This design comes from an exercise in tuning for small area and a short achievable clock period on the open sky130 flow, not from production work. At most, simulation tests tie the RTL to the original design; equivalence was not proved. Function not checked in runs 1 and 2: the RTL went through the layout flow alone. Power is estimated from default activity; no workload was simulated.

--- flow/run.sh ---
#!/bin/bash
# synth_recipe.tcl (not shown) runs the flow's synth.tcl, then flattens the netlist and writes it again
# the make line also repeats each setting of config.mk as NAME=value (left out here)
make -C /OpenROAD-flow-scripts/flow DESIGN_CONFIG=/design/flow/config.mk WORK_HOME=/design/flow/orfs CLKGATE_MAP_FILE= SYNTH_SCRIPT=/design/flow/synth_recipe.tcl finish
--- flow/config.mk ---
export PLATFORM = sky130hd
export DESIGN_NAME = mem_responder
export DESIGN_NICKNAME = mem_responder
export VERILOG_FILES = /design/flow/design.v
export SDC_FILE = /design/flow/constraint.sdc
export NUM_CORES = 4
export LEC_CHECK = 0
export CAP_MARGIN = 20
export CORE_MARGIN = 2
export CORE_UTILIZATION = 45
export CTS_BUF_LIST = sky130_fd_sc_hd__clkbuf_8
export CTS_CLUSTER_DIAMETER = 200
export CTS_CLUSTER_SIZE = 16
export SETUP_SLACK_MARGIN = 2.4
export SLEW_MARGIN = 20
export SYNTH_HIERARCHICAL = 1
export SYNTH_MINIMUM_KEEP_SIZE = 0
--- flow/constraint.sdc ---
create_clock -name core_clock -period 5.0 [get_ports {clk}]
set_input_delay 1.0000 -clock core_clock [delete_from_list [all_inputs] [get_ports {clk}]]
set_output_delay 1.0000 -clock core_clock [all_outputs]
set_load 0.01 [all_outputs]
--- flow/design.v ---
package mem_pkg;
    typedef enum logic [1:0] {
        MEM_NONE    = 2'b00,
        MEM_WRITE   = 2'b01,
        MEM_READ    = 2'b10,
        MEM_ILLEGAL = 2'b11
    } mem_cmd_t;
    localparam logic [8:0] LED_ADDR = 9'h100;
    localparam logic [8:0] SW_ADDR  = 9'h140;
    typedef enum logic {
        ST_IDLE,
        ST_RESP
    } rsp_state_t;
    typedef enum logic [1:0] {
        RSEL_ZERO,
        RSEL_RAM,
        RSEL_SW
    } rd_sel_t;
endpackage
module ram_aoi22 (
    input  logic a1, a2, b1, b2,
    output logic y
);
    assign y = !((a1 && a2) || (b1 && b2));
endmodule
module ram_nand4 (
    input  logic a, b, c, d,
    output logic y
);
    assign y = !(a && b && c && d);
endmodule
module ram_oai21 (
    input  logic a1, a2, b1,
    output logic y
);
    assign y = !((a1 || a2) && b1);
endmodule
module ram_nor4 (
    input  logic a, b, c, d,
    output logic y
);
    assign y = !(a || b || c || d);
endmodule
module ram_dec4 (
    input  logic [3:0]  a,
    output logic [15:0] y
);
    for (genvar i = 0; i < 16; i++) begin : g_y
        assign y[i] = (a == 4'(i));
    end
endmodule
module ram_rd_bit (
    input  logic [255:0] d,
    input  logic [15:0]  lo,
    input  logic [15:0]  hi,
    output logic         q_n
);
    logic [15:0] w_gn;
    logic [3:0]  w_p;
    for (genvar j = 0; j < 16; j++) begin : g_grp
        logic [7:0] w_y;
        logic [1:0] w_h;
        for (genvar k = 0; k < 8; k++) begin : g_pair
            ram_aoi22 u_aoi (
                .a1 (lo[2*k]),   .a2 (d[16*j + 2*k]),
                .b1 (lo[2*k+1]), .b2 (d[16*j + 2*k + 1]),
                .y  (w_y[k])
            );
        end
        ram_nand4 u_h0 (.a(w_y[0]), .b(w_y[1]), .c(w_y[2]), .d(w_y[3]), .y(w_h[0]));
        ram_nand4 u_h1 (.a(w_y[4]), .b(w_y[5]), .c(w_y[6]), .d(w_y[7]), .y(w_h[1]));
        ram_oai21 u_g (.a1(w_h[0]), .a2(w_h[1]), .b1(hi[j]), .y(w_gn[j]));
    end
    for (genvar q = 0; q < 4; q++) begin : g_quad
        ram_nand4 u_p (.a(w_gn[4*q]), .b(w_gn[4*q+1]), .c(w_gn[4*q+2]), .d(w_gn[4*q+3]),
                       .y(w_p[q]));
    end
    ram_nor4 u_q (.a(w_p[0]), .b(w_p[1]), .c(w_p[2]), .d(w_p[3]), .y(q_n));
endmodule
module ram_sp #(
    parameter int DEPTH = 256,
    parameter int WIDTH = 16,
    parameter int AW    = $clog2(DEPTH)
) (
    input  logic               i_we,
    input  logic [AW-1:0]      i_addr,
    input  logic [DEPTH*WIDTH-1:0] i_mem,
    output logic [DEPTH-1:0]   o_wsel,
    output logic [WIDTH-1:0]   o_rdata
);
    logic [15:0] w_lo;
    logic [15:0] w_hi;
    logic [WIDTH-1:0] w_q_n;
    ram_dec4 u_dlo (.a(i_addr[3:0]), .y(w_lo));
    ram_dec4 u_dhi (.a(i_addr[7:4]), .y(w_hi));
    for (genvar w = 0; w < DEPTH; w++) begin : g_wsel
        assign o_wsel[w] = i_we && w_hi[w/16] && w_lo[w%16];
    end
    for (genvar b = 0; b < WIDTH; b++) begin : g_bit
        logic [255:0] w_d;
        for (genvar w = 0; w < DEPTH; w++) begin : g_w
            assign w_d[w] = i_mem[w*WIDTH + b];
        end
        ram_rd_bit u_rd (.d(w_d), .lo(w_lo), .hi(w_hi), .q_n(w_q_n[b]));
    end
    assign o_rdata = ~w_q_n;
endmodule
module mem_responder #(
    parameter int                ADDR_W    = 9,
    parameter int                DATA_W    = 16,
    parameter int                RAM_WORDS = 256,
    parameter logic [ADDR_W-1:0] LED_ADDR  = mem_pkg::LED_ADDR,
    parameter logic [ADDR_W-1:0] SW_ADDR   = mem_pkg::SW_ADDR
) (
    input  logic              clk,
    input  logic              reset,
    input  logic [1:0]        mem_cmd,
    input  logic [ADDR_W-1:0] mem_addr,
    input  logic [DATA_W-1:0] write_data,
    output logic [DATA_W-1:0] read_data,
    output logic              rd_valid,
    input  logic [7:0]        sw,
    output logic [7:0]        leds,
    output logic              err,
    output logic [ADDR_W-1:0] err_addr
);
    localparam int RAM_AW = $clog2(RAM_WORDS);
    logic              w_in_ram;
    logic              w_is_read;
    logic              w_is_write;
    logic              w_ram_we;
    logic              w_ram_re;
    logic              w_led_we;
    logic              w_sw_re;
    logic              w_bus_err;
    logic [DATA_W-1:0] w_ram_q;
    logic [RAM_WORDS-1:0] w_wsel;
    logic [RAM_WORDS*DATA_W-1:0] w_mem;
    logic [DATA_W-1:0] r_mem [RAM_WORDS];
    logic [DATA_W-1:0] r_rdata;
    logic              r_rd_valid;
    logic [7:0]        r_leds;
    logic              r_err;
    logic [ADDR_W-1:0] r_err_addr;
    logic [7:0]        r_sync1;
    logic [7:0]        r_sync2;
    assign w_in_ram   = !mem_addr[ADDR_W-1];
    assign w_is_read  = (mem_cmd == mem_pkg::MEM_READ);
    assign w_is_write = (mem_cmd == mem_pkg::MEM_WRITE);
    assign w_ram_we   = w_is_write && w_in_ram;
    assign w_ram_re   = w_is_read && w_in_ram;
    assign w_led_we   = w_is_write && (mem_addr == LED_ADDR);
    assign w_sw_re    = w_is_read && (mem_addr == SW_ADDR);
    assign w_bus_err  = (mem_cmd == mem_pkg::MEM_ILLEGAL)
                     || (w_is_write && !w_in_ram && !(mem_addr == LED_ADDR))
                     || (w_is_read && !w_in_ram && !(mem_addr == SW_ADDR));
    ram_sp #(
        .DEPTH (RAM_WORDS),
        .WIDTH (DATA_W),
        .AW    (RAM_AW)
    ) u_ram (
        .i_we    (w_ram_we),
        .i_addr  (mem_addr[RAM_AW-1:0]),
        .i_mem   (w_mem),
        .o_wsel  (w_wsel),
        .o_rdata (w_ram_q)
    );
    for (genvar w = 0; w < RAM_WORDS; w++) begin : g_word
        always_ff @(posedge clk) begin
            if (w_wsel[w])
                r_mem[w] <= write_data;
        end
        assign w_mem[w*DATA_W +: DATA_W] = r_mem[w];
    end
    always_ff @(posedge clk or posedge reset) begin
        if (reset) begin
            r_rdata    <= '0;
            r_rd_valid <= 1'b0;
            r_leds     <= '0;
            r_err      <= 1'b0;
            r_err_addr <= '0;
            r_sync1    <= '0;
            r_sync2    <= '0;
        end else begin
            r_sync1    <= sw;
            r_sync2    <= r_sync1;
            r_rd_valid <= w_is_read;
            if (w_led_we)
                r_leds <= write_data[7:0];
            if (w_ram_re)
                r_rdata <= w_ram_q;
            if (w_sw_re)
                r_rdata <= {{(DATA_W-8){1'b0}}, r_sync2};
            if (w_bus_err && !r_err) begin
                r_err      <= 1'b1;
                r_err_addr <= mem_addr;
            end
        end
    end
    assign read_data = r_rdata;
    assign rd_valid  = r_rd_valid;
    assign leds      = r_leds;
    assign err       = r_err;
    assign err_addr  = r_err_addr;
endmodule
==> impl_metrics.py, run 1 <==
metrics = {
    "outcome": {
        "status": "complete, no violations",
    },
    "worst_setup_path": {
        "path_cells": "buf_12, buf_12, buf_12, nor4b_4, buf_4, buf_4, buf_12, buf_4, a22oi_2, nand4_1, o21ai_1, buf_4, nand4_1, nor4_4, inv_1, a22o_1",
        "startpoint_type": "input port",
        "cp.arrival_ns": 4.36,
        "path_class": "in -> reg",
        "worstPathMaxFanout": 41,
        "end_kind": "register",
        "critPathSlowestCell": "nand4_1",
        "cp_slowest_stage_delay_ns": 0.52,
        "r2r_slack_ns": 2.16,
        "cp.required_ns": 5.99,
    },
    "routing": {
        "routed_wirelength_mm": 449,
        "vias": 84339,
        "drt-vias-per-instance": 6.25,
        "firstDrtPassIters": 5,
        "drtIter0Drc": 9473,
        "wl_per_cell_um": 33.3,
        "drc": 0,
        "postRouteAntennaNets": 0,
    },
    "yosys": {
        "synth_top_cell_by_area": "edfxtp_1",
        "syn-cell-area_um2": 158000,
        "synth_area_leaders": "edfxtp_1, a22oi_2, nand4_1, and3_1, o21ai_1",
        "synth.avg_cell_area_um2": 21.1,
        "syn_inst": 7487,
        "ys_seq_elements": 4147,
        "synthTopCellsByCount": "edfxtp_1, a22oi_2, nand4_1",
        "synth.most_common_cell": "edfxtp_1",
        "netlist.area_leader.share": 0.778,
        "synth-edff-count": 4096,
        "ys_types": 33,
        "ys.flop_type": "edfxtp_1",
        "syn_nets": 7524,
        "synthArstFlopShare": 0.0123,
        "yosysWarnings": 8,
        "synth_seq_area_share": 0.786,
    },
    "sta": {
        "slew_violations": 0,
        "max_slew_margin": 0.186,
        "hold_violations": 0,
        "finalCritPeriodShare": 0.675,
        "fin_ws_ns": 1.63,
        "setup_violations": 0,
        "hold_slack_ns": 0.268,
        "max_slew.worst_pin.slew_ns": 1.22,
        "finalCriticalPeriod_ns": 3.37,
        "skew_ns": 0.0670,
        "rsz0062_at_grt": "true",
        "fmax_mhz": 296,
    },
    "finish": {
        "nFillCells": 27415,
        "syn_to_final_growth_pct": 14.3,
        "multi_input_area_um2": 34000,
        "seq_area_um2": 124000,
        "nets": 8863,
        "final_util": 0.517,
        "drive_gt1_frac": 0.413,
    },
    "floorplanning": {
        "dieArea_um2": 356000,
        "rows": 217,
        "initial_core_util": 0.452,
        "fp.dieW_um": 597,
        "die_h_um": 597,
        "core_um2": 349000,
        "io_pins": 72,
    },
    "clocking": {
        "cts_tree": "built",
        "clock_sinks": 4147,
        "cts_buffers": 297,
        "cts_max_level": 5,
        "cts_root_buffer": "clkbuf_8",
        "path_clk_slew_ns": 0.10,
        "clock_latency_ns": 1.10,
        "clock_path_buffers": 4,
    },
    "place": {
        "io_buffers": 71,
        "dp_hpwl_mm": 271,
        "place_ws_ns": -0.424,
        "gp_congestion": 0.863,
    },
    "hold_path": {
        "hold_class": "in -> reg",
    },
    "run": {
        "cap_violations": 0,
    },
    "grt": {
        "grt.overflow.total": 0,
        "grt.total_usage": 0.245,
        "grt_pass1_wl_mm": 629,
        "grt_start_max_net_pins": 167,
        "grt_pass1_vias": 83478,
        "antenna_found_initial": 15,
    },
    "pwr": {
        "max-vdd-ir-drop_v": 0.000236,
        "power_density_nw_per_um2": 319,
        "power_leakage_uw": 0.0542,
    },
}
[where the power goes]
group	internal, uW	switching (uW)
registers	38200	76.6
logic	1040	2230
clock network	5620	10600
[cell type report]
class                           instances  share of cell area
Sequential cell                      4147               0.688
Tap cell                             4599              0.0319
Multi-Input combinational cell       3249               0.188
Clock buffer                          306              0.0233
Inverter                               20            0.000471
Antenna cell                           10            0.000139
Clock inverter                         63             0.00188
Timing Repair Buffer                 1111              0.0659
[worst paths after layout]
kind | start | to | cells after the start
max | mem_addr[1] | r_rdata[10] | 16
min | write_data[4] | r_mem[155][4] | 1
max reg2reg | r_mem[84][10] | r_rdata[10] | 9
min reg2reg | r_sync1[3] | r_sync2[3] | 0
max in group asynchronous | reset | r_rdata[15] | 4
min in group asynchronous | reset | r_leds[3] | 3
[cell families after synthesis]
logic type / share of synthesized area
DFF: 0.786
AOI/OAI and AO/OA: 0.172
and+or+nand+nor: 0.0378
buffers and inverters: 0.00278
muxes: 0.00121
[metal layers]
metal / wire (um) / part of all wire / track usage / vias to the layer above
li1: - / - / - / 35300
met1: 185000 / 0.41 / 0.340 / 45188
met2: 217000 / 0.48 / 0.404 / 3222
met3: 31300 / 0.070 / 0.0337 / 619
met4: 16000 / 0.036 / 0.0766 / 10
met5: 57 / 0.00013 / 0 / -
[what timing repair did]
item | in CTS | in global routing
endpoints found under the setup margin | 2894 | 516
gates resized for setup | 392 | 122
hold buffers | 1 | 0
pin swaps | 104 | 134
buffers inserted | 148 | 53
cloned | 25 | 8
hold endpoints to repair | 2 | 0
[sequential cells by signal, summed over array words and instances, names as in the netlist]
name and count:
r_err_addr 9, r_sync2 8, r_mem 4096, r_sync1 8
r_err 1, r_leds 8, r_rdata 16, r_rd_valid 1
[per-module statistics from Yosys, one instance, submodules excluded, a selection]
module | area, um^2 | copies in the design | cells inside
mem_responder | 125000 | 1 | 4219
ram_aoi22 | 12.5 | 2048 | 1
ram_dec4 | 277 | 2 | 20
ram_nand4 | 6.26 | 576 | 1
ram_nor4 | 12.5 | 16 | 1
ram_oai21 | 5.00 | 256 | 1
[worst max-delay path: cells and delay by family]
family / cells / cell delay [ns]
buffers and inverters: 9 / 1.39
AOI/OAI and AO/OA: 3 / 0.60
and+or+nand+nor: 4 / 1.25
[cells in the final DEF (no fill, tap or decap), types with 6 or more instances in the layout]
cell type,netlist,final
a22oi_2,2048,2048
inv_1,20,56
and3_1,256,219
mux2_2,17,17
buf_16,0,36
o22ai_2,0,6
dfrtp_1,51,44
bufbuf_16,0,12
nor4_4,1,15
o21ai_0,16,9
and3_2,0,23
o21ai_4,0,15
o21ai_2,0,67
buf_8,0,28
clkdlybuf4s50_1,0,12
o21ai_1,256,181
clkinvlp_4,0,11
clkbuf_16,0,8
clkbuf_8,0,306
buf_6,8,76
edfxtp_1,4096,4096
nand4_1,577,577
inv_6,0,7
and3_4,0,14
and4bb_4,0,6
a22o_1,8,8
dfrtp_2,0,6
buf_4,0,765
diode_2,0,10
nor4b_4,8,8
buf_2,30,19
buf_12,0,154
[stage by stage]
step | cell area (um^2) | TNS, ns | instances | total power, uW
6_report | 181000 | 0 | 13505 | 57700
5_1_grt | 181000 | 0 | 13496 | 59300
4_1_cts | 179000 | 0 | 13434 | 57900
3_5_place_dp | 172000 | -1.88 | 12891 | 42000
3_3_place_gp | 172000 | -2.01 | 12891 | 41900
2_1_floorplan | 158000 | - | 7487 | 40500
==> run 2: changes to the inputs <==
--- a/flow/config.mk
+++ b/flow/config.mk
@@ -7,7 +7,7 @@
 export LEC_CHECK = 0
 export CAP_MARGIN = 20
 export CORE_MARGIN = 2
-export CORE_UTILIZATION = 45
+export CORE_UTILIZATION = 55
 export CTS_BUF_LIST = sky130_fd_sc_hd__clkbuf_8
 export CTS_CLUSTER_DIAMETER = 200
 export CTS_CLUSTER_SIZE = 16
==> run 2 against run 1 <==
Against the previous run: still clean on timing, DRC and antenna; cell count fell by 6.3%; design area barely moved; count of clock-buffer cells in the layout rose by 4; highest routed layer unchanged.
==> impl_metrics.py, run 2 <==
metrics = {
    "grt": {
        "antenna_found_initial": 31,
        "grt_start_max_net_pins": 115,
        "grt.overflow.total": 0,
        "grt_pass1_wl_mm": 657,
        "grt_pass1_vias": 83547,
        "grt.total_usage": 0.319,
    },
    "worst_setup_path": {
        "r2r_start": "r_mem[174][7]",
        "cp.arrival_ns": 4.09,
        "startpoint": "mem_addr[2]",
        "startpoint_type": "input port",
        "end_kind": "register",
        "path_class": "in -> reg",
        "worstPathMaxFanout": 7,
        "cp.required_ns": 6.00,
    },
    "yosys": {
        "synth_seq_area_share": 0.786,
        "synth_area_leaders": "edfxtp_1, a22oi_2, nand4_1, and3_1, o21ai_1",
        "synthTopCellsByCount": "edfxtp_1, a22oi_2, nand4_1",
        "synth.most_common_cell": "edfxtp_1",
        "synth_top_cell_by_area": "edfxtp_1",
        "ys.flop_type": "edfxtp_1",
        "yosysWarnings": 8,
        "syn-cell-area_um2": 158000,
        "synth.avg_cell_area_um2": 21.1,
        "synth-edff-count": 4096,
        "syn_inst": 7487,
        "synthArstFlopShare": 0.0123,
        "netlist.area_leader.share": 0.778,
        "ys_types": 33,
        "ys_seq_elements": 4147,
        "syn_nets": 7524,
    },
    "place": {
        "dp_hpwl_mm": 278,
        "io_buffers": 71,
        "dpl_cell_area_um2": 170000,
        "gp_congestion": 0.878,
        "place_ws_ns": -0.0255,
    },
    "routing": {
        "postRouteAntennaNets": 0,
        "firstDrtPassIters": 6,
        "wl_per_cell_um": 37.3,
        "vias": 86628,
        "drt-vias-per-instance": 6.84,
        "drc": 0,
        "routed_wirelength_mm": 472,
        "drtIter0Drc": 11274,
    },
    "sta": {
        "hold_violations": 0,
        "max_slew.worst_pin.slew_ns": 1.19,
        "setup_violations": 0,
        "finalCriticalPeriod_ns": 3.09,
        "fin_ws_ns": 1.91,
        "finalCritPeriodShare": 0.618,
        "fmax_mhz": 324,
        "skew_ns": 0.0550,
        "max_slew_margin": 0.204,
        "slew_violations": 0,
        "rsz0062_at_grt": "true",
    },
    "floorplanning": {
        "core_um2": 285000,
        "io_pins": 72,
        "rows": 196,
        "initial_core_util": 0.554,
        "dieArea_um2": 292000,
        "fp.dieW_um": 540,
        "die_h_um": 540,
    },
    "clocking": {
        "path_clk_slew_ns": 0.10,
        "clock_path_buffers": 4,
        "cts_tree": "built",
        "clock_sinks": 4147,
        "cts_buffers": 297,
        "cts_max_level": 5,
        "clock_latency_ns": 1.12,
        "postCtsHoldBufs": 0,
        "cts_root_buffer": "clkbuf_8",
    },
    "finish": {
        "drive_gt1_frac": 0.420,
        "syn_to_final_growth_pct": 14.4,
        "final_util": 0.633,
        "reg_top3": "r_mem (4096), r_rdata (16), r_err_addr (9)",
        "most-common-layout-cells": "edfxtp_1, a22oi_2, buf_4",
        "largest_reg_flops": 4096,
        "nets": 8823,
        "fin_area_um2": 181000,
        "top_register": "r_mem",
        "nFillCells": 19671,
        "final_common_cell": "edfxtp_1",
    },
    "pwr": {
        "total_power_uw": 58000,
        "power_density_nw_per_um2": 321,
        "power_leakage_uw": 0.0544,
        "max-vdd-ir-drop_v": 0.000337,
    },
    "hold_path": {
        "min_from": "write_data[6]",
        "hold_class": "in -> reg",
    },
    "outcome": {
        "status": "complete, no violations",
    },
    "run": {
        "cap_violations": 0,
    },
}
==> run 2: what timing repair did <==
| item | CTS | global route |
|---|---|---|
| gates cloned | 61 | 1 |
| setup endpoints to repair | 2803 | 91 |
| resized for setup | 633 | 70 |
| buffers inserted | 192 | 48 |
| pin swaps | 185 | 103 |
==> run 2: power breakdown <==
part	internal, uW	switching [uW]	total (uW)	leakage, uW
Clock	5660	10600	16200	0.00252
Sequential	38200	134	38300	0.0374
Combinational	1110	2280	3390	0.0145
Total	45000	13000	58000	0.0544
==> run 2: area by class of cell <==
type | instances | area, um^2 | area share
Tap cell | 3762 | 4710 | 0.0260
Clock buffer | 310 | 4270 | 0.0236
Antenna cell | 33 | 82.6 | 0.000457
Multi-Input combinational cell | 3250 | 34200 | 0.189
Sequential cell | 4147 | 124000 | 0.688
Clock inverter | 65 | 313 | 0.00173
Inverter | 20 | 75.1 | 0.000415
Timing Repair Buffer | 1070 | 12800 | 0.0708
==> run 2: modules after synthesis (local to each module, per instance), excerpt <==
| module | area, um^2 | cells inside | times used |
|---|---|---|---|
| ram_dec4 | 277 | 20 | 2 |
| ram_aoi22 | 12.5 | 1 | 2048 |
| ram_oai21 | 5.00 | 1 | 256 |
| ram_nor4 | 12.5 | 1 | 16 |
| ram_nand4 | 6.26 | 1 | 576 |
| mem_responder | 125000 | 4219 | 1 |
==> run 2: final timing paths <==
kind | end | slack (ns) | cells after the start
max in group asynchronous | r_rdata[9] | 3.59 | 3
setup / recovery | r_rdata[10] | 1.91 | 15
min in group asynchronous | r_leds[3] | 0.41 | 2
hold / removal | r_mem[116][6] | 0.35 | 1
setup reg to reg | r_rdata[7] | 2.28 | 9
hold reg to reg | r_sync2[0] | 0.37 | 0
==> run 2: logic make-up (layout without fill, tap and decap cells) <==
family,after synthesis,after routing,share of synthesized area
flip-flops,4147,4147,0.786
buffers and inverters,91,1465,0.00278
other,0,33,0
AND/OR/NAND/NOR,893,894,0.0378
multiplexers,17,17,0.00121
AO/OA/AOI/OAI,2339,2339,0.172
==> run 2: metal layers <==
layer  vias up  share of wire  track usage
li1      35285              -            -
met1     46447           0.41        0.470
met2      4308           0.47        0.506
met3       580          0.087       0.0434
met4         8          0.032       0.0870
met5         -        0.00012            0
==> run 2: through the flow <==
stage | cells | TNS [ns] | hold slack [ns]
global placement | 11947 | -0.0841 | 0.339
CTS | 12575 | 0 | 0.256
detailed placement | 11947 | -0.0255 | 0.337
floorplan | 7487 | - | 0.331
finish | 12657 | 0 | 0.349
global route | 12650 | 0 | 0.269
==> run 2: critical path, stage by stage <==
cell      delay [ns]
buf_12          0.12
buf_12          0.14
buf_12          0.13
and4bb_4        0.22
buf_6           0.13
buf_12          0.12
buf_16          0.16
buf_12          0.14
a22oi_2         0.20
nand4_1         0.30
o21ai_4         0.31
nand4_1         0.45
nor4_2          0.34
inv_1           0.09
a22o_1          0.21
==> run 3: changes to the inputs <==
--- a/flow/design.v
+++ b/flow/design.v
@@ -41,6 +41,35 @@
 );
     assign y = !(a || b || c || d);
 endmodule
+module ram_nor2 (
+    input  logic a, b,
+    output logic y
+);
+    assign y = !(a || b);
+endmodule
+module ram_nor3 (
+    input  logic a, b, c,
+    output logic y
+);
+    assign y = !(a || b || c);
+endmodule
+module ram_nand2 (
+    input  logic a, b,
+    output logic y
+);
+    assign y = !(a && b);
+endmodule
+module ram_or8 (
+    input  logic [7:0] s,
+    input  logic [7:0] d,
+    output logic       y
+);
+    logic [3:0] w_y;
+    for (genvar k = 0; k < 4; k++) begin : g_pair
+        assign w_y[k] = !((s[2*k] && d[2*k]) || (s[2*k+1] && d[2*k+1]));
+    end
+    assign y = !(&w_y);
+endmodule
 module ram_dec4 (
     input  logic [3:0]  a,
     output logic [15:0] y
@@ -53,29 +82,25 @@
     input  logic [255:0] d,
     input  logic [15:0]  lo,
     input  logic [15:0]  hi,
-    output logic         q_n
+    input  logic         e,
+    output logic         y
 );
     logic [15:0] w_gn;
     logic [3:0]  w_p;
+    logic [1:0]  w_n;
     for (genvar j = 0; j < 16; j++) begin : g_grp
-        logic [7:0] w_y;
         logic [1:0] w_h;
-        for (genvar k = 0; k < 8; k++) begin : g_pair
-            ram_aoi22 u_aoi (
-                .a1 (lo[2*k]),   .a2 (d[16*j + 2*k]),
-                .b1 (lo[2*k+1]), .b2 (d[16*j + 2*k + 1]),
-                .y  (w_y[k])
-            );
-        end
-        ram_nand4 u_h0 (.a(w_y[0]), .b(w_y[1]), .c(w_y[2]), .d(w_y[3]), .y(w_h[0]));
-        ram_nand4 u_h1 (.a(w_y[4]), .b(w_y[5]), .c(w_y[6]), .d(w_y[7]), .y(w_h[1]));
+        ram_or8 u_h0 (.s(lo[7:0]),  .d(d[16*j +: 8]),     .y(w_h[0]));
+        ram_or8 u_h1 (.s(lo[15:8]), .d(d[16*j + 8 +: 8]), .y(w_h[1]));
         ram_oai21 u_g (.a1(w_h[0]), .a2(w_h[1]), .b1(hi[j]), .y(w_gn[j]));
     end
     for (genvar q = 0; q < 4; q++) begin : g_quad
         ram_nand4 u_p (.a(w_gn[4*q]), .b(w_gn[4*q+1]), .c(w_gn[4*q+2]), .d(w_gn[4*q+3]),
                        .y(w_p[q]));
     end
-    ram_nor4 u_q (.a(w_p[0]), .b(w_p[1]), .c(w_p[2]), .d(w_p[3]), .y(q_n));
+    ram_nor2  u_n0 (.a(w_p[0]), .b(w_p[1]), .y(w_n[0]));
+    ram_nor3  u_n1 (.a(w_p[2]), .b(w_p[3]), .c(e), .y(w_n[1]));
+    ram_nand2 u_y  (.a(w_n[0]), .b(w_n[1]), .y(y));
 endmodule
 module ram_sp #(
     parameter int DEPTH = 256,
@@ -83,16 +108,19 @@
     parameter int AW    = $clog2(DEPTH)
 ) (
     input  logic               i_we,
+    input  logic               i_re,
     input  logic [AW-1:0]      i_addr,
     input  logic [DEPTH*WIDTH-1:0] i_mem,
+    input  logic [WIDTH-1:0]   i_e,
     output logic [DEPTH-1:0]   o_wsel,
-    output logic [WIDTH-1:0]   o_rdata
+    output logic [WIDTH-1:0]   o_d
 );
     logic [15:0] w_lo;
     logic [15:0] w_hi;
-    logic [WIDTH-1:0] w_q_n;
+    logic [15:0] w_hi_re;
     ram_dec4 u_dlo (.a(i_addr[3:0]), .y(w_lo));
     ram_dec4 u_dhi (.a(i_addr[7:4]), .y(w_hi));
+    assign w_hi_re = w_hi & {16{i_re}};
     for (genvar w = 0; w < DEPTH; w++) begin : g_wsel
         assign o_wsel[w] = i_we && w_hi[w/16] && w_lo[w%16];
     end
@@ -101,9 +129,8 @@
         for (genvar w = 0; w < DEPTH; w++) begin : g_w
             assign w_d[w] = i_mem[w*WIDTH + b];
         end
-        ram_rd_bit u_rd (.d(w_d), .lo(w_lo), .hi(w_hi), .q_n(w_q_n[b]));
-    end
-    assign o_rdata = ~w_q_n;
+        ram_rd_bit u_rd (.d(w_d), .lo(w_lo), .hi(w_hi_re), .e(i_e[b]), .y(o_d[b]));
+    end
 endmodule
 module mem_responder #(
     parameter int                ADDR_W    = 9,
@@ -133,7 +160,8 @@
     logic              w_led_we;
     logic              w_sw_re;
     logic              w_bus_err;
-    logic [DATA_W-1:0] w_ram_q;
+    logic [DATA_W-1:0] w_keep;
+    logic [DATA_W-1:0] w_rdata_d;
     logic [RAM_WORDS-1:0] w_wsel;
     logic [RAM_WORDS*DATA_W-1:0] w_mem;
     logic [DATA_W-1:0] r_mem [RAM_WORDS];
@@ -160,11 +188,15 @@
         .AW    (RAM_AW)
     ) u_ram (
         .i_we    (w_ram_we),
+        .i_re    (w_ram_re),
         .i_addr  (mem_addr[RAM_AW-1:0]),
         .i_mem   (w_mem),
+        .i_e     (w_keep),
         .o_wsel  (w_wsel),
-        .o_rdata (w_ram_q)
+        .o_d     (w_rdata_d)
     );
+    assign w_keep = w_ram_re ? '0 :
+                    w_sw_re  ? {{(DATA_W-8){1'b0}}, r_sync2} : r_rdata;
     for (genvar w = 0; w < RAM_WORDS; w++) begin : g_word
         always_ff @(posedge clk) begin
             if (w_wsel[w])
@@ -187,10 +219,7 @@
             r_rd_valid <= w_is_read;
             if (w_led_we)
                 r_leds <= write_data[7:0];
-            if (w_ram_re)
-                r_rdata <= w_ram_q;
-            if (w_sw_re)
-                r_rdata <= {{(DATA_W-8){1'b0}}, r_sync2};
+            r_rdata    <= w_rdata_d;
             if (w_bus_err && !r_err) begin
                 r_err      <= 1'b1;
                 r_err_addr <= mem_addr;
==> run 3 against run 2 <==
Against the previous run: largest power group unchanged; first-iteration DRC count rose by 13%; synthesized cell count grew 0.39%; die area shrank 6.4%; non-clock buffer count decreased by 134; area after synthesis down 6.4%; combinational power shrank 17%; power decreased by 1.1%; still clean; worst setup slack lost 0.028 ns.
==> impl_metrics.py, run 3 <==
metrics = {
    "outcome": {
        "status": "complete, no violations",
    },
    "sta": {
        "setup_tns_ns": 0,
        "setup_violations": 0,
        "slew_violations": 0,
        "max_slew_margin": 0.198,
        "finalCriticalPeriod_ns": 3.12,
        "max_slew.worst_pin.slew_ns": 1.20,
        "fmax_mhz": 321,
        "finalCritPeriodShare": 0.624,
        "hold_violations": 0,
        "rsz0062_at_grt": "true",
        "skew_ns": 0.0633,
    },
    "finish": {
        "final_util": 0.630,
        "largest_reg_flops": 4096,
        "fin_area_um2": 169000,
        "syn_to_final_growth_pct": 14.1,
        "drive_gt1_frac": 0.189,
        "final_common_cell": "edfxtp_1",
        "reg_top3": "r_mem (4096), r_rdata (16), r_err_addr (9)",
        "top_register": "r_mem",
        "most-common-layout-cells": "edfxtp_1, a22oi_1, buf_4",
        "stdcell_count": 12348,
        "nets": 8724,
    },
    "routing": {
        "drc": 0,
        "firstDrtPassIters": 8,
        "drt-vias-per-instance": 6.96,
        "wl_per_cell_um": 36.4,
        "vias": 85979,
        "drtIter0Drc": 12786,
        "routed_wirelength_mm": 450,
        "postRouteAntennaNets": 0,
    },
    "yosys": {
        "synthTopCellsByCount": "edfxtp_1, a22oi_1, nand4_1",
        "synth_compound_area_frac": 0.113,
        "synthXorXnorAreaFrac": 0,
        "netlist.area_leader.share": 0.832,
        "synth_top_family_by_area": "compound AO/OA/AOI/OAI gates",
        "syn-cell-area_um2": 148000,
        "synth_top_cell_by_area": "edfxtp_1",
        "synth-simple-area-share": 0.0421,
        "ys.flop_type": "edfxtp_1",
        "synth_seq_area_share": 0.841,
        "synth.avg_cell_area_um2": 19.7,
        "synth-edff-count": 4096,
        "synthArstFlopShare": 0.0123,
        "synth_area_leaders": "edfxtp_1, a22oi_1, nand4_1, and3_1, o21ai_1",
        "yosysWarnings": 8,
        "synth_mux_area_frac": 0.00176,
        "ys_seq_elements": 4147,
        "syn_inst": 7516,
        "synthAdderAreaFrac": 0,
        "ys_types": 36,
        "syn_nets": 7553,
        "synth.most_common_cell": "edfxtp_1",
    },
    "worst_setup_path": {
        "startpoint_type": "input port",
        "r2r_end": "r_rdata[3]",
        "critPathSlowestCell": "nand4_1",
        "rr_worst_depth": 6,
        "cp_slowest_stage_delay_ns": 0.79,
        "startpoint": "mem_addr[2]",
        "path_cells": "buf_12, buf_12, and4bb_4, buf_8, buf_12, a22oi_1, nand4_1, o21ai_2, nand4_1, nor3_2, nand2_1",
        "r2r_slack_ns": 2.26,
        "r2r_start": "r_mem[176][3]",
        "worstPathMaxFanout": 30,
        "path_class": "in -> reg",
        "path_buf_inv": 4,
        "path_depth": 11,
        "end_kind": "register",
        "cp.required_ns": 5.95,
        "crit_end": "r_rdata[3]",
        "cp.arrival_ns": 4.07,
        "crit_top_cell": "buf_12",
        "critPathTopFamily": "simple AND/OR/NAND/NOR gates",
    },
    "floorplanning": {
        "core_um2": 268000,
        "die_h_um": 522,
        "fp.dieW_um": 522,
        "rows": 190,
        "initial_core_util": 0.552,
        "dieArea_um2": 273000,
        "io_pins": 72,
    },
    "pwr": {
        "combPwrFrac": 0.049,
        "p_int_uw": 44700,
        "switchingPower_uw": 12600,
        "power_density_nw_per_um2": 340,
        "clkPwrFrac": 0.281,
        "power_leakage_uw": 0.0528,
        "max-vdd-ir-drop_v": 0.000227,
        "p_seq_frac": 0.670,
        "p_sw_frac": 0.220,
    },
    "grt": {
        "grt.total_usage": 0.320,
        "grt_pass1_vias": 80665,
        "grt_pass1_wl_mm": 617,
        "antenna_found_initial": 18,
        "grt.overflow.total": 0,
        "grt_start_max_net_pins": 145,
    },
    "clocking": {
        "postCtsHoldBufs": 0,
        "cts_root_buffer": "clkbuf_8",
        "cts_tree": "built",
        "clock_latency_ns": 1.09,
        "clock_sinks": 4147,
        "cts_max_level": 5,
        "cts_buffers": 297,
        "clock_path_buffers": 4,
        "path_clk_slew_ns": 0.10,
    },
    "place": {
        "place_inst": 11675,
        "dpl_cell_area_um2": 159000,
        "io_buffers": 71,
        "dp_hpwl_mm": 255,
        "gp_congestion": 0.850,
    },
    "run": {
        "cap_violations": 0,
    },
    "hold_path": {
        "min_from": "mem_addr[3]",
        "hold_class": "in -> reg",
    },
}
[run 3: cell count changes after synthesis, moves of 8 or more]
cell	before	now
mux2i_1	0	8
inv_1	20	2
nor2_1	1	26
nand2_1	2	20
clkbuf_2	0	23
a22o_1	8	0
nor4_2	18	3
buf_2	30	2
o21ai_0	16	2
and2_1	1	24
nor3_2	0	16
o22ai_1	8	0
a22oi_2	2048	0
a22oi_1	0	2048
[run 3: repair_timing]
action / CTS / global route
setup endpoints to repair: 3297 / 991
setup buffers: 153 / 56
gates resized for setup: 499 / 205
gates cloned: 42 / 13
pin swaps: 161 / 151
[run 3: cell families after synthesis]
logic type | count (synthesis)
simple gates | 961
flops | 4147
buf+inv | 72
mux | 24
compound gates | 2312
[run 3: power groups by stage]
stage	sequential (uW)	combinational (uW)	clock (uW)
finish	38400	2810	16100
global route	38400	2910	17500
CTS	38400	2710	16300
detailed placement	39100	2480	0
global placement	39100	2440	0
floorplan	39100	871	0
[run 3: worst register-to-register path, cell delays in order, from the launching register on]
cell and delay [ns]:
edfxtp_1 0.39, a22oi_2 0.19, nand4_1 0.40, o21ai_2 0.36, nand4_1 0.77, nor3_2 0.45, nand2_1 0.08
[run 3: per-layer routing]
layer	up-vias	wire, um	GRT usage
li1	35084	-	-
met1	45228	175000	0.460
met2	5012	211000	0.499
met3	651	45100	0.0541
met4	4	18600	0.115
met5	-	27	0
[run 3: layout make-up]
class                   count  area [um^2]
flip-flops and latches   4147       124000
fillers                 18761        99000
multi-input cells        3303        24600
repair buffers            936        10700
well taps                3552         4440
clock buffers             307         4230
clock inverters            90          410
diodes                     11         27.5
inverters                   2         10.0
[run 3: Yosys stat by module (local to each module, per instance), a selection]
module         times used  cells inside
ram_nand2              16             1
ram_dec4                2            20
ram_oai21             256             1
ram_or8               512             5
mem_responder           1          4215
ram_nor2               16             1
[run 3: through the flow]
stage	hold slack [ns]	worst slack [ns]	power [uW]
floorplan	0.331	-3.45	39900
global placement	0.340	-0.190	41600
detailed placement	0.336	-0.0960	41600
CTS	0.128	2.04	57400
global route	0.209	1.95	58800
finish	0.209	1.88	57300
[run 3: how the worst min path moves through the flow]
stage	to	slack, ns	cells past startpoint
after floorplan	r_sync2[0]	0.33	0
after global placement	r_sync2[5]	0.34	0
after detailed placement	r_sync2[2]	0.34	0
after CTS	r_err_addr[3]	0.13	2
after global routing	r_err_addr[3]	0.21	2
final	r_err_addr[3]	0.21	2
==> run 4: changes to the inputs <==
--- a/flow/config.mk
+++ b/flow/config.mk
@@ -7,10 +7,11 @@
 export LEC_CHECK = 0
 export CAP_MARGIN = 20
 export CORE_MARGIN = 2
-export CORE_UTILIZATION = 55
+export CORE_UTILIZATION = 65
 export CTS_BUF_LIST = sky130_fd_sc_hd__clkbuf_8
 export CTS_CLUSTER_DIAMETER = 200
 export CTS_CLUSTER_SIZE = 16
+export PLACE_DENSITY = 0.72
 export SETUP_SLACK_MARGIN = 2.4
 export SLEW_MARGIN = 20
 export SYNTH_HIERARCHICAL = 1
==> run 4 against run 3 <==
Against the previous run: die area down 15%; sequential share of layout area down 0.30 points; still clean; sequential power about the same; critical path type unchanged; cell count down 4.1%; area after synthesis unchanged; clock power about the same.
==> impl_metrics.py, run 4 <==
metrics = {
    "yosys": {
        "synth.most_common_cell": "edfxtp_1",
        "synth.avg_cell_area_um2": 19.7,
        "ys_seq_elements": 4147,
        "syn-cell-area_um2": 148000,
        "syn_nets": 7553,
        "synth_seq_area_share": 0.841,
        "synthTopCellsByCount": "edfxtp_1, a22oi_1, nand4_1",
        "ys.flop_type": "edfxtp_1",
        "synthArstFlopShare": 0.0123,
        "syn_inst": 7516,
        "synth_top_cell_by_area": "edfxtp_1",
        "ys_types": 36,
        "synth-edff-count": 4096,
        "netlist.area_leader.share": 0.832,
        "synth_area_leaders": "edfxtp_1, a22oi_1, nand4_1, and3_1, o21ai_1",
        "yosysWarnings": 8,
    },
    "floorplanning": {
        "core_um2": 227000,
        "die_h_um": 481,
        "initial_core_util": 0.652,
        "rows": 175,
        "dieArea_um2": 231000,
        "io_pins": 72,
        "fp.dieW_um": 481,
    },
    "pwr": {
        "max-vdd-ir-drop_v": 0.000314,
        "power_leakage_uw": 0.0534,
        "total_power_uw": 57300,
        "power_density_nw_per_um2": 338,
    },
    "place": {
        "io_buffers": 71,
        "dpl_cell_area_um2": 158000,
        "place_inst": 11097,
        "place_ws_ns": 0.0123,
        "dp_hpwl_mm": 239,
        "gp_congestion": 0.880,
    },
    "worst_setup_path": {
        "rr_worst_depth": 6,
        "worstPathMaxFanout": 5,
        "path_class": "in -> reg",
        "startpoint_type": "input port",
        "end_kind": "register",
        "cp.required_ns": 6.01,
        "cp.arrival_ns": 4.05,
    },
    "finish": {
        "largest_reg_flops": 4096,
        "stdcell_count": 11839,
        "final_common_cell": "edfxtp_1",
        "top_register": "r_mem",
        "drive_gt1_frac": 0.194,
        "nets": 8760,
        "syn_to_final_growth_pct": 14.5,
        "reg_top3": "r_mem (4096), r_rdata (16), r_err_addr (9)",
        "nFillCells": 12622,
        "most-common-layout-cells": "edfxtp_1, a22oi_1, nand4_1",
        "fin_area_um2": 169000,
    },
    "grt": {
        "antenna_found_initial": 13,
        "grt.total_usage": 0.368,
        "grt_pass1_vias": 82363,
        "grt.overflow.total": 0,
        "grt_pass1_wl_mm": 601,
        "grt_start_max_net_pins": 149,
    },
    "clocking": {
        "cts_buffers": 309,
        "clock_sinks": 4147,
        "postCtsHoldBufs": 0,
        "cts_tree": "built",
        "path_clk_slew_ns": 0.10,
        "cts_root_buffer": "clkbuf_8",
        "clock_path_buffers": 4,
        "clock_latency_ns": 1.13,
        "cts_max_level": 5,
    },
    "routing": {
        "drt-vias-per-instance": 7.48,
        "wl_per_cell_um": 37.0,
        "routed_wirelength_mm": 438,
        "drtIter0Drc": 16140,
        "drc": 0,
        "firstDrtPassIters": 8,
        "vias": 88603,
        "postRouteAntennaNets": 0,
    },
    "sta": {
        "skew_ns": 0.0653,
        "rsz0062_at_grt": "true",
        "setup_violations": 0,
        "hold_violations": 0,
        "fin_ws_ns": 1.96,
        "finalCritPeriodShare": 0.608,
        "max_slew.worst_pin.slew_ns": 1.12,
        "max_slew_margin": 0.251,
        "finalCriticalPeriod_ns": 3.04,
        "slew_violations": 0,
        "fmax_mhz": 329,
        "setup_tns_ns": 0,
    },
    "hold_path": {
        "hold_class": "in -> async",
    },
    "run": {
        "cap_violations": 0,
    },
    "outcome": {
        "status": "complete, no violations",
    },
}
-- run 4: cell families after synthesis --
group	after synthesis	synth area share
mux	24	0.00176
buf+inv	72	0.00250
simple gates	961	0.0421
compound gates	2312	0.113
flops	4147	0.841
-- run 4: through the flow --
stage,hold slack [ns],utilization
global placement,0.337,0.695
finish,0.289,0.747
global route,0.272,0.746
floorplan,0.331,-
detailed placement,0.335,0.695
CTS,0.224,0.737
-- run 4: final cells by class --
type	instances	area, um^2	area share
Antenna cell	6	15.0	0.0000887
Clock buffer	314	4320	0.0255
Clock inverter	98	397	0.00234
Inverter	2	7.51	0.0000443
Multi-Input combinational cell	3303	25100	0.148
Sequential cell	4147	124000	0.734
Tap cell	3009	3760	0.0222
Timing Repair Buffer	960	11500	0.0677
-- run 4: layer usage --
| layer | global-route usage | share of wire |
|---|---|---|
| met2 | 0.558 | 0.46 |
| met5 | 0 | 0.00017 |
| met4 | 0.163 | 0.053 |
| met1 | 0.522 | 0.35 |
| met3 | 0.0807 | 0.14 |
-- run 4: modules after synthesis (local to each module, per instance), a selection --
module	cells inside	flops+latches	copies in the design
ram_dec4	20	0	2
ram_nand4	1	0	64
ram_nor2	1	0	16
ram_nand2	1	0	16
ram_or8	5	0	512
ram_nor3	1	0	16
mem_responder	4215	4147	1
-- run 4: path summary, 6_finish.rpt --
path | slack [ns] | end | startpoint
max in group asynchronous | 3.74 | r_sync2[7] | reset
hold reg to reg | 0.36 | r_sync2[7] | r_sync1[7]
min in group core_clock | 0.30 | r_err_addr[0] | mem_addr[0]
setup reg to reg | 2.50 | r_rdata[13] | r_mem[248][13]
hold / removal | 0.29 | r_rdata[5] | reset
setup / recovery | 1.96 | r_rdata[5] | mem_addr[0]
-- run 4: where the power goes --
part / leakage (uW) / internal [uW] / switching [uW] / total (uW)
logic: 0.0132 / 934 / 2040 / 2970
registers: 0.0374 / 38200 / 127 / 38300
clock network: 0.00276 / 5770 / 10200 / 16000
-- run 4: timing repair --
action | in CTS | in global routing
setup buffers | 173 | 78
pin swaps | 179 | 254
setup endpoints to repair | 1715 | 847
cloned | 56 | 16
gates resized for setup | 586 | 253
-- run 4: critical path, stage by stage --
cell and delay [ns]:
buf_12 0.12, buf_12 0.13, buf_6 0.12, and4b_4 0.23, buf_12 0.14, buf_6 0.13, buf_16 0.15, buf_4 0.16
a22oi_1 0.19, nand4_1 0.25, o21ai_2 0.27, nand4_1 0.45, nor2_4 0.55, nand2_1 0.12
==> run 5: changes to the inputs <==
--- a/flow/config.mk
+++ b/flow/config.mk
@@ -7,11 +7,11 @@
 export LEC_CHECK = 0
 export CAP_MARGIN = 20
 export CORE_MARGIN = 2
-export CORE_UTILIZATION = 65
+export CORE_UTILIZATION = 72
 export CTS_BUF_LIST = sky130_fd_sc_hd__clkbuf_8
 export CTS_CLUSTER_DIAMETER = 200
 export CTS_CLUSTER_SIZE = 16
-export PLACE_DENSITY = 0.72
+export PLACE_DENSITY = 0.78
 export SETUP_SLACK_MARGIN = 2.4
 export SLEW_MARGIN = 20
 export SYNTH_HIERARCHICAL = 1
==> run 5 against run 4 <==
Against the previous run: global-route usage increased by 2.7 points; wire length is 1.3% lower; cell count down 3.1%; largest cell class unchanged; count of clock-buffer cells in the layout shrank 1; flip-flop and latch count unchanged.
==> impl_metrics.py, run 5 <==
metrics = {
    "clocking": {
        "postCtsHoldBufs": 0,
        "cts_buffers": 309,
        "cts_max_level": 5,
        "path_clk_slew_ns": 0.10,
        "cts_root_buffer": "clkbuf_8",
        "cts_tree": "built",
        "clock_latency_ns": 1.13,
        "clock_sinks": 4147,
        "clock_path_buffers": 4,
    },
    "pwr": {
        "power_leakage_uw": 0.0526,
        "power_density_nw_per_um2": 342,
        "max-vdd-ir-drop_v": 0.000310,
    },
    "worst_setup_path": {
        "rr_worst_depth": 6,
        "startpoint_type": "input port",
        "r2r_end": "r_rdata[14]",
        "critPathSlowestCell": "nor3_4",
        "worstPathMaxFanout": 51,
        "path_cells": "buf_12, buf_16, and4bb_4, buf_12, buf_4, buf_12, a22oi_1, nand4_1, o21ai_2, nand4_1, nor3_4, nand2_1",
        "cp_slowest_stage_delay_ns": 0.52,
        "cp.arrival_ns": 3.92,
        "path_class": "in -> reg",
        "crit_top_cell": "buf_12",
        "r2r_slack_ns": 2.56,
        "startpoint": "mem_addr[3]",
        "r2r_start": "r_mem[248][14]",
        "end_kind": "register",
        "cp.required_ns": 5.97,
    },
    "sta": {
        "finalCritPeriodShare": 0.589,
        "hold_violations": 0,
        "slew_violations": 0,
        "setup_tns_ns": 0,
        "max_slew.worst_pin.slew_ns": 1.18,
        "rsz0062_at_grt": "true",
        "fin_ws_ns": 2.06,
        "fmax_mhz": 340,
        "setup_violations": 0,
        "skew_ns": 0.0764,
        "max_slew_margin": 0.212,
        "finalCriticalPeriod_ns": 2.94,
        "hold_slack_ns": 0.252,
    },
    "place": {
        "dpl_cell_area_um2": 158000,
        "gp_congestion": 0.926,
        "dp_hpwl_mm": 245,
        "io_buffers": 71,
        "place_inst": 10875,
        "place_ws_ns": -0.0732,
    },
    "floorplanning": {
        "die_h_um": 457,
        "io_pins": 72,
        "rows": 166,
        "fp.dieW_um": 457,
        "dieArea_um2": 209000,
        "initial_core_util": 0.723,
        "core_um2": 204000,
    },
    "routing": {
        "wl_per_cell_um": 37.7,
        "drc": 0,
        "postRouteAntennaNets": 0,
        "firstDrtPassIters": 9,
        "drtIter0Drc": 18048,
        "drt-vias-per-instance": 7.85,
        "vias": 90036,
        "routed_wirelength_mm": 433,
    },
    "finish": {
        "drive_gt1_frac": 0.174,
        "syn_to_final_growth_pct": 12.7,
        "stdcell_count": 11469,
        "nFillCells": 9327,
        "final_common_cell": "edfxtp_1",
        "top_register": "r_mem",
        "largest_reg_flops": 4096,
        "seq_area_um2": 124000,
        "fin_area_um2": 167000,
        "most-common-layout-cells": "edfxtp_1, a22oi_1, buf_4",
        "multi_input_area_um2": 24300,
        "reg_top3": "r_mem (4096), r_rdata (16), r_err_addr (9)",
        "nets": 8744,
    },
    "hold_path": {
        "hold_depth": 2,
        "min_from": "mem_addr[0]",
        "hold_end": "r_err_addr[0]",
        "hold_class": "in -> reg",
    },
    "grt": {
        "use_met1": 0.554,
        "grt-busiest-layer": "met2",
        "grt_start_max_net_pins": 130,
        "antenna_found_initial": 20,
        "met3_usage": 0.0788,
        "grt_pass1_wl_mm": 588,
        "grt.total_usage": 0.394,
        "grt_use_met2": 0.605,
        "grt.overflow.total": 0,
        "grt_pass1_vias": 83864,
    },
    "yosys": {
        "synth-edff-count": 4096,
        "synth_area_leaders": "edfxtp_1, a22oi_1, nand4_1, and3_1, o21ai_1",
        "ys_seq_elements": 4147,
        "netlist.area_leader.share": 0.832,
        "ys_types": 36,
        "synthTopCellsByCount": "edfxtp_1, a22oi_1, nand4_1",
        "yosysWarnings": 8,
        "syn_nets": 7553,
        "ys.flop_type": "edfxtp_1",
        "synth.avg_cell_area_um2": 19.7,
        "syn_inst": 7516,
        "synth_seq_area_share": 0.841,
        "synth_top_cell_by_area": "edfxtp_1",
        "synth.most_common_cell": "edfxtp_1",
        "syn-cell-area_um2": 148000,
        "synthArstFlopShare": 0.0123,
    },
    "run": {
        "cap_violations": 0,
    },
    "outcome": {
        "status": "complete, no violations",
    },
}
==> run 5: cell counts after synthesis <==
No cell type changed its count.
==> run 5: modules after synthesis (local to each module, per instance), excerpt <==
module     times used  flops+latches  cells
ram_dec4            2              0     20
ram_or8           512              0      5
ram_nor3           16              0      1
ram_nand4          64              0      1
ram_oai21         256              0      1
ram_nand2          16              0      1
==> run 5: power breakdown <==
group          internal, uW  switching (uW)
combinational           832            1970
sequential            38200             156
clock                  5710           10000
==> run 5: worst max path at each step <==
stage	depth (start not counted)	end
2_1_floorplan	3	r_mem[148][0]
3_3_place_gp	11	r_rdata[6]
3_5_place_dp	10	r_rdata[14]
4_1_cts	1	read_data[14]
5_1_grt	1	read_data[14]
6_report	12	r_rdata[14]
==> run 5: stage by stage <==
stage	total power, uW	utilization
final	56900	0.816
after global routing	58000	0.815
after CTS	56600	0.806
after detailed placement	41500	0.774
after global placement	41500	0.774
after floorplan	39900	-
==> run 5: cells by family after synthesis <==
group,after synthesis,synth area share
mux,24,0.00176
flops,4147,0.841
buf+inv,72,0.00250
simple gates,961,0.0421
compound gates,2312,0.113
==> run 5: area by class of cell <==
class / instances / share of cell area
flip-flops and latches: 4147 / 0.746
clock inverters: 58 / 0.00145
repair buffers: 941 / 0.0606
multi-input cells: 3306 / 0.146
well taps: 2688 / 0.0202
clock buffers: 313 / 0.0258
diodes: 14 / 0.000210
inverters: 2 / 0.0000450
==> run 5: what timing repair did <==
item,CTS,global route
pin swaps,79,139
endpoints found under the setup margin,3679,662
gates resized for setup,358,169
gates cloned,20,26
setup buffers,97,66
==> run 5: layer usage <==
| layer | routed length (um) | share of wire |
|---|---|---|
| met5 | 244 | 0.00056 |
| met4 | 28800 | 0.067 |
| met3 | 65500 | 0.15 |
| met2 | 199000 | 0.46 |
| met1 | 139000 | 0.32 |
==> run 5: critical path: cells and delay by family <==
| kind | cells | cell delay (ns) |
|---|---|---|
| AND/OR/NAND/NOR | 5 | 1.55 |
| AO/OA/AOI/OAI | 2 | 0.54 |
| buffers and inverters | 5 | 0.73 |
==> run 6: changes to the inputs <==
--- a/flow/design.v
+++ b/flow/design.v
@@ -17,47 +17,35 @@
         RSEL_SW
     } rd_sel_t;
 endpackage
-module ram_aoi22 (
-    input  logic a1, a2, b1, b2,
-    output logic y
-);
-    assign y = !((a1 && a2) || (b1 && b2));
+module ram_and2 (
+    input  logic a, b,
+    output logic y
+);
+    assign y = a && b;
+endmodule
+module ram_nand2 (
+    input  logic a, b,
+    output logic y
+);
+    assign y = !(a && b);
+endmodule
+module ram_nor2 (
+    input  logic a, b,
+    output logic y
+);
+    assign y = !(a || b);
+endmodule
+module ram_nor3 (
+    input  logic a, b, c,
+    output logic y
+);
+    assign y = !(a || b || c);
 endmodule
 module ram_nand4 (
     input  logic a, b, c, d,
     output logic y
 );
     assign y = !(a && b && c && d);
-endmodule
-module ram_oai21 (
-    input  logic a1, a2, b1,
-    output logic y
-);
-    assign y = !((a1 || a2) && b1);
-endmodule
-module ram_nor4 (
-    input  logic a, b, c, d,
-    output logic y
-);
-    assign y = !(a || b || c || d);
-endmodule
-module ram_nor2 (
-    input  logic a, b,
-    output logic y
-);
-    assign y = !(a || b);
-endmodule
-module ram_nor3 (
-    input  logic a, b, c,
-    output logic y
-);
-    assign y = !(a || b || c);
-endmodule
-module ram_nand2 (
-    input  logic a, b,
-    output logic y
-);
-    assign y = !(a && b);
 endmodule
 module ram_or8 (
     input  logic [7:0] s,
@@ -80,26 +68,26 @@
 endmodule
 module ram_rd_bit (
     input  logic [255:0] d,
-    input  logic [15:0]  lo,
-    input  logic [15:0]  hi,
+    input  logic [255:0] wl,
     input  logic         e,
     output logic         y
 );
-    logic [15:0] w_gn;
-    logic [3:0]  w_p;
+    logic [31:0] w_o8;
+    logic [15:0] w_n16;
+    logic [3:0]  w_p64;
     logic [1:0]  w_n;
-    for (genvar j = 0; j < 16; j++) begin : g_grp
-        logic [1:0] w_h;
-        ram_or8 u_h0 (.s(lo[7:0]),  .d(d[16*j +: 8]),     .y(w_h[0]));
-        ram_or8 u_h1 (.s(lo[15:8]), .d(d[16*j + 8 +: 8]), .y(w_h[1]));
-        ram_oai21 u_g (.a1(w_h[0]), .a2(w_h[1]), .b1(hi[j]), .y(w_gn[j]));
-    end
-    for (genvar q = 0; q < 4; q++) begin : g_quad
-        ram_nand4 u_p (.a(w_gn[4*q]), .b(w_gn[4*q+1]), .c(w_gn[4*q+2]), .d(w_gn[4*q+3]),
-                       .y(w_p[q]));
-    end
-    ram_nor2  u_n0 (.a(w_p[0]), .b(w_p[1]), .y(w_n[0]));
-    ram_nor3  u_n1 (.a(w_p[2]), .b(w_p[3]), .c(e), .y(w_n[1]));
+    for (genvar i = 0; i < 32; i++) begin : g_o8
+        ram_or8 u_o8 (.s(wl[8*i +: 8]), .d(d[8*i +: 8]), .y(w_o8[i]));
+    end
+    for (genvar i = 0; i < 16; i++) begin : g_n16
+        ram_nor2 u_n16 (.a(w_o8[2*i]), .b(w_o8[2*i+1]), .y(w_n16[i]));
+    end
+    for (genvar i = 0; i < 4; i++) begin : g_p64
+        ram_nand4 u_p64 (.a(w_n16[4*i]), .b(w_n16[4*i+1]), .c(w_n16[4*i+2]),
+                         .d(w_n16[4*i+3]), .y(w_p64[i]));
+    end
+    ram_nor2  u_n0 (.a(w_p64[0]), .b(w_p64[1]), .y(w_n[0]));
+    ram_nor3  u_n1 (.a(w_p64[2]), .b(w_p64[3]), .c(e), .y(w_n[1]));
     ram_nand2 u_y  (.a(w_n[0]), .b(w_n[1]), .y(y));
 endmodule
 module ram_sp #(
@@ -118,18 +106,20 @@
     logic [15:0] w_lo;
     logic [15:0] w_hi;
     logic [15:0] w_hi_re;
+    logic [DEPTH-1:0] w_wl;
     ram_dec4 u_dlo (.a(i_addr[3:0]), .y(w_lo));
     ram_dec4 u_dhi (.a(i_addr[7:4]), .y(w_hi));
     assign w_hi_re = w_hi & {16{i_re}};
-    for (genvar w = 0; w < DEPTH; w++) begin : g_wsel
+    for (genvar w = 0; w < DEPTH; w++) begin : g_word
         assign o_wsel[w] = i_we && w_hi[w/16] && w_lo[w%16];
+        ram_and2 u_wl (.a(w_lo[w%16]), .b(w_hi_re[w/16]), .y(w_wl[w]));
     end
     for (genvar b = 0; b < WIDTH; b++) begin : g_bit
         logic [255:0] w_d;
         for (genvar w = 0; w < DEPTH; w++) begin : g_w
             assign w_d[w] = i_mem[w*WIDTH + b];
         end
-        ram_rd_bit u_rd (.d(w_d), .lo(w_lo), .hi(w_hi_re), .e(i_e[b]), .y(o_d[b]));
+        ram_rd_bit u_rd (.d(w_d), .wl(w_wl), .e(i_e[b]), .y(o_d[b]));
     end
 endmodule
 module mem_responder #(
--- a/flow/config.mk
+++ b/flow/config.mk
@@ -7,11 +7,11 @@
 export LEC_CHECK = 0
 export CAP_MARGIN = 20
 export CORE_MARGIN = 2
-export CORE_UTILIZATION = 72
+export CORE_UTILIZATION = 65
 export CTS_BUF_LIST = sky130_fd_sc_hd__clkbuf_8
 export CTS_CLUSTER_DIAMETER = 200
 export CTS_CLUSTER_SIZE = 16
-export PLACE_DENSITY = 0.78
+export PLACE_DENSITY = 0.72
 export SETUP_SLACK_MARGIN = 2.4
 export SLEW_MARGIN = 20
 export SYNTH_HIERARCHICAL = 1
==> run 6 against run 5 <==
Against the previous run: still clean on timing, DRC and antenna; power shrank 2.0%; worst setup slack lost 0.11 ns; combinational power shrank 46%; cell count grew 3.0%; critical path type unchanged.
==> impl_metrics.py, run 6 <==
metrics = {
    "outcome": {
        "status": "complete, no violations",
    },
    "floorplanning": {
        "core_um2": 228000,
        "initial_core_util": 0.655,
        "rows": 175,
        "io_pins": 72,
        "fp.dieW_um": 483,
        "dieArea_um2": 233000,
        "die_h_um": 483,
    },
    "worst_setup_path": {
        "path_class": "in -> reg",
        "rr_worst_depth": 6,
        "startpoint_type": "input port",
        "r2r_slack_ns": 2.48,
        "worstPathMaxFanout": 6,
        "end_kind": "register",
        "cp.arrival_ns": 4.00,
        "r2r_start": "r_mem[253][5]",
        "cp.required_ns": 5.94,
        "r2r_end": "r_rdata[5]",
    },
    "yosys": {
        "synthTopCellsByCount": "edfxtp_1, a22oi_1, nand4_1",
        "syn_inst": 7772,
        "ys_seq_elements": 4147,
        "syn-cell-area_um2": 149000,
        "synth_top_cell_by_area": "edfxtp_1",
        "synth_seq_area_share": 0.833,
        "netlist.area_leader.share": 0.825,
        "synth_area_leaders": "edfxtp_1, a22oi_1, nand4_1, and2_1, and3_1",
        "syn_nets": 7809,
        "synth.most_common_cell": "edfxtp_1",
        "synth.avg_cell_area_um2": 19.2,
        "yosysWarnings": 8,
        "ys_types": 35,
        "synthArstFlopShare": 0.0123,
        "ys.flop_type": "edfxtp_1",
        "synth-edff-count": 4096,
    },
    "finish": {
        "drive_gt1_frac": 0.206,
        "nets": 8751,
        "syn_to_final_growth_pct": 11.8,
        "reg_top3": "r_mem (4096), r_rdata (16), r_err_addr (9)",
        "top_register": "r_mem",
        "stdcell_count": 11809,
        "final_util": 0.732,
        "most-common-layout-cells": "edfxtp_1, a22oi_1, nand4_1",
        "final_common_cell": "edfxtp_1",
        "largest_reg_flops": 4096,
    },
    "routing": {
        "postRouteAntennaNets": 0,
        "firstDrtPassIters": 6,
        "routed_wirelength_mm": 420,
        "wl_per_cell_um": 35.6,
        "drtIter0Drc": 14190,
        "drc": 0,
        "drt-vias-per-instance": 7.30,
        "vias": 86214,
    },
    "pwr": {
        "total_power_uw": 55800,
        "power_leakage_uw": 0.0522,
        "max-vdd-ir-drop_v": 0.000379,
        "power_density_nw_per_um2": 334,
    },
    "place": {
        "io_buffers": 71,
        "dp_hpwl_mm": 242,
        "gp_congestion": 0.901,
        "place_ws_ns": -0.159,
        "place_inst": 11009,
    },
    "grt": {
        "grt.overflow.total": 0,
        "grt.total_usage": 0.354,
        "met3_usage": 0.0745,
        "antenna_found_initial": 26,
        "grt_use_met2": 0.538,
        "grt_pass1_vias": 81710,
        "grt-busiest-layer": "met2",
        "grt_pass1_wl_mm": 590,
        "grt_start_max_net_pins": 122,
        "use_met1": 0.509,
    },
    "hold_path": {
        "hold_end": "r_err_addr[8]",
        "min_from": "mem_cmd[1]",
        "hold_depth": 3,
        "hold_class": "in -> reg",
    },
    "sta": {
        "fin_ws_ns": 1.94,
        "finalCritPeriodShare": 0.612,
        "max_slew_margin": 0.232,
        "hold_violations": 0,
        "max_slew.worst_pin.slew_ns": 1.15,
        "rsz0062_at_grt": "true",
        "fmax_mhz": 327,
        "slew_violations": 0,
        "finalCriticalPeriod_ns": 3.06,
        "setup_violations": 0,
        "setup_tns_ns": 0,
        "skew_ns": 0.0502,
    },
    "clocking": {
        "clock_path_buffers": 4,
        "cts_buffers": 309,
        "cts_tree": "built",
        "clock_latency_ns": 1.08,
        "path_clk_slew_ns": 0.11,
        "cts_root_buffer": "clkbuf_8",
        "cts_max_level": 5,
        "clock_sinks": 4147,
        "postCtsHoldBufs": 0,
    },
    "run": {
        "cap_violations": 0,
    },
}
-- run 6: cell types whose count changed in the layout (fill, tap and decap cells not counted), moves of 24 or more --
cell     previous run  this run
and2_4              4       263
buf_4             660       448
o21ai_1           177         0
and3_1            240        76
and3_2              6       164
nor2_1             14       159
a22oi_1          1975      1896
a22oi_2            73       152
o21ai_2            67         0
nor2_2              3        67
nor2_4              9        57
buf_12            126        81
buf_6              51        75
-- run 6: layer usage --
metal,vias to the layer above,part of all wire
li1,35103,-
met1,43823,0.36
met2,6402,0.46
met3,874,0.13
met4,12,0.049
met5,-,0.00019
-- run 6: layout make-up --
cell class,instances,area [um^2]
inverters,2,7.51
clock buffers,317,4360
clock inverters,70,293
flip-flops and latches,4147,124000
repair buffers,679,6940
fillers,13161,61000
well taps,3009,3760
multi-input cells,3575,27100
diodes,10,25.0
-- run 6: cell families (layout without fill, tap and decap cells) --
logic type             Yosys count  after routing  synth area share
DFF                           4147           4147             0.833
other                            0             10                 0
muxes                           24             24           0.00175
AOI/OAI and AO/OA             2056           2056             0.104
buffers and inverters           72           1068           0.00247
and+or+nand+nor               1473           1495            0.0590
-- run 6: through the flow --
step | cell area [um^2] | hold WS, ns
floorplan | 150000 | 0.331
finish | 167000 | 0.216
global route | 167000 | 0.176
CTS | 165000 | 0.143
global placement | 156000 | 0.334
detailed placement | 156000 | 0.337
-- run 6: how the worst max path moves through the flow --
stage,from,endpoint,slack [ns],depth (start not counted)
2_1_floorplan,mem_addr[2],r_mem[120][0],2.23,4
3_3_place_gp,mem_addr[4],r_rdata[5],-0.23,10
3_5_place_dp,mem_addr[4],r_rdata[5],-0.16,10
4_1_cts,r_rdata[9],read_data[9],2.15,1
5_1_grt,mem_cmd[0],r_rdata[0],2.11,15
6_report,mem_cmd[0],r_rdata[0],1.94,15
-- run 6: where the power goes --
| part | switching [uW] | total [uW] | internal [uW] |
|---|---|---|---|
| clock | 10100 | 15900 | 5790 |
| combinational | 1100 | 1510 | 409 |
| sequential | 132 | 38300 | 38200 |
| total | 11300 | 55800 | 44400 |
-- run 6: repair_timing --
item | CTS | global route
buffers inserted | 291 | 76
endpoints found under the setup margin | 1812 | 51
gates cloned | 27 | 9
resized for setup | 643 | 175
pin swaps | 206 | 222
-- run 6: Yosys stat by module, one instance, submodules excluded, a selection --
module / area, um^2 / flip-flops and latches
ram_dec4: 277 / 0
ram_or8: 36.3 / 0
ram_nand4: 6.26 / 0
mem_responder: 125000 / 4147
ram_nor2: 3.75 / 0
ram_nor3: 10.0 / 0
ram_and2: 6.26 / 0
ram_nand2: 3.75 / 0
-- run 6: worst max-delay path: stages --
cell and delay (ns):
buf_8 0.07, nand2b_4 0.13, nor2_4 0.10, buf_12 0.16, and2_4 0.22, buf_12 0.16, and2_4 0.19, a22oi_2 0.25
nand4_1 0.28, nor2_2 0.25, buf_6 0.14, nand4_1 0.53, nor2_2 0.30, buf_4 0.14, nand2_1 0.04

-- separate check: timing with driven ports --
The results above use ideal ports. As a check the final layouts listed here were re-extracted and re-timed, cells and wires unchanged.
Step 1, drivers: a clkbuf_16 drives clk and a buf_2 each remaining input, both assumed.
Step 2, shift: input delay + t, output delay - t, t = (earliest + latest rising clock arrival at the registers) / 2. This alone moves slack from input paths to output paths.
a / b / c = ideal ports / drivers / drivers and shift; a / b = the first two.
run	t (ns)	setup WS [ns]	latest minus earliest clock arrival (ns)
run 1	1.179	1.627 / 1.669 / 0.491	0.081 / 0.081
run 2	1.187	1.909 / 1.946 / 0.759	0.058 / 0.058
run 3	1.153	1.881 / 1.922 / 0.768	0.069 / 0.069
run 4	1.190	1.959 / 1.998 / 0.808	0.077 / 0.076
run 5	1.187	2.056 / 1.943 / 0.756	0.086 / 0.087
run 6	1.161	1.942 / 1.950 / 0.789	0.070 / 0.070
After both steps every run listed still meets setup and hold. For run 5, which loses most, drivers alone change the setup slack by -0.113 ns; drivers and shift together by -1.300 ns.
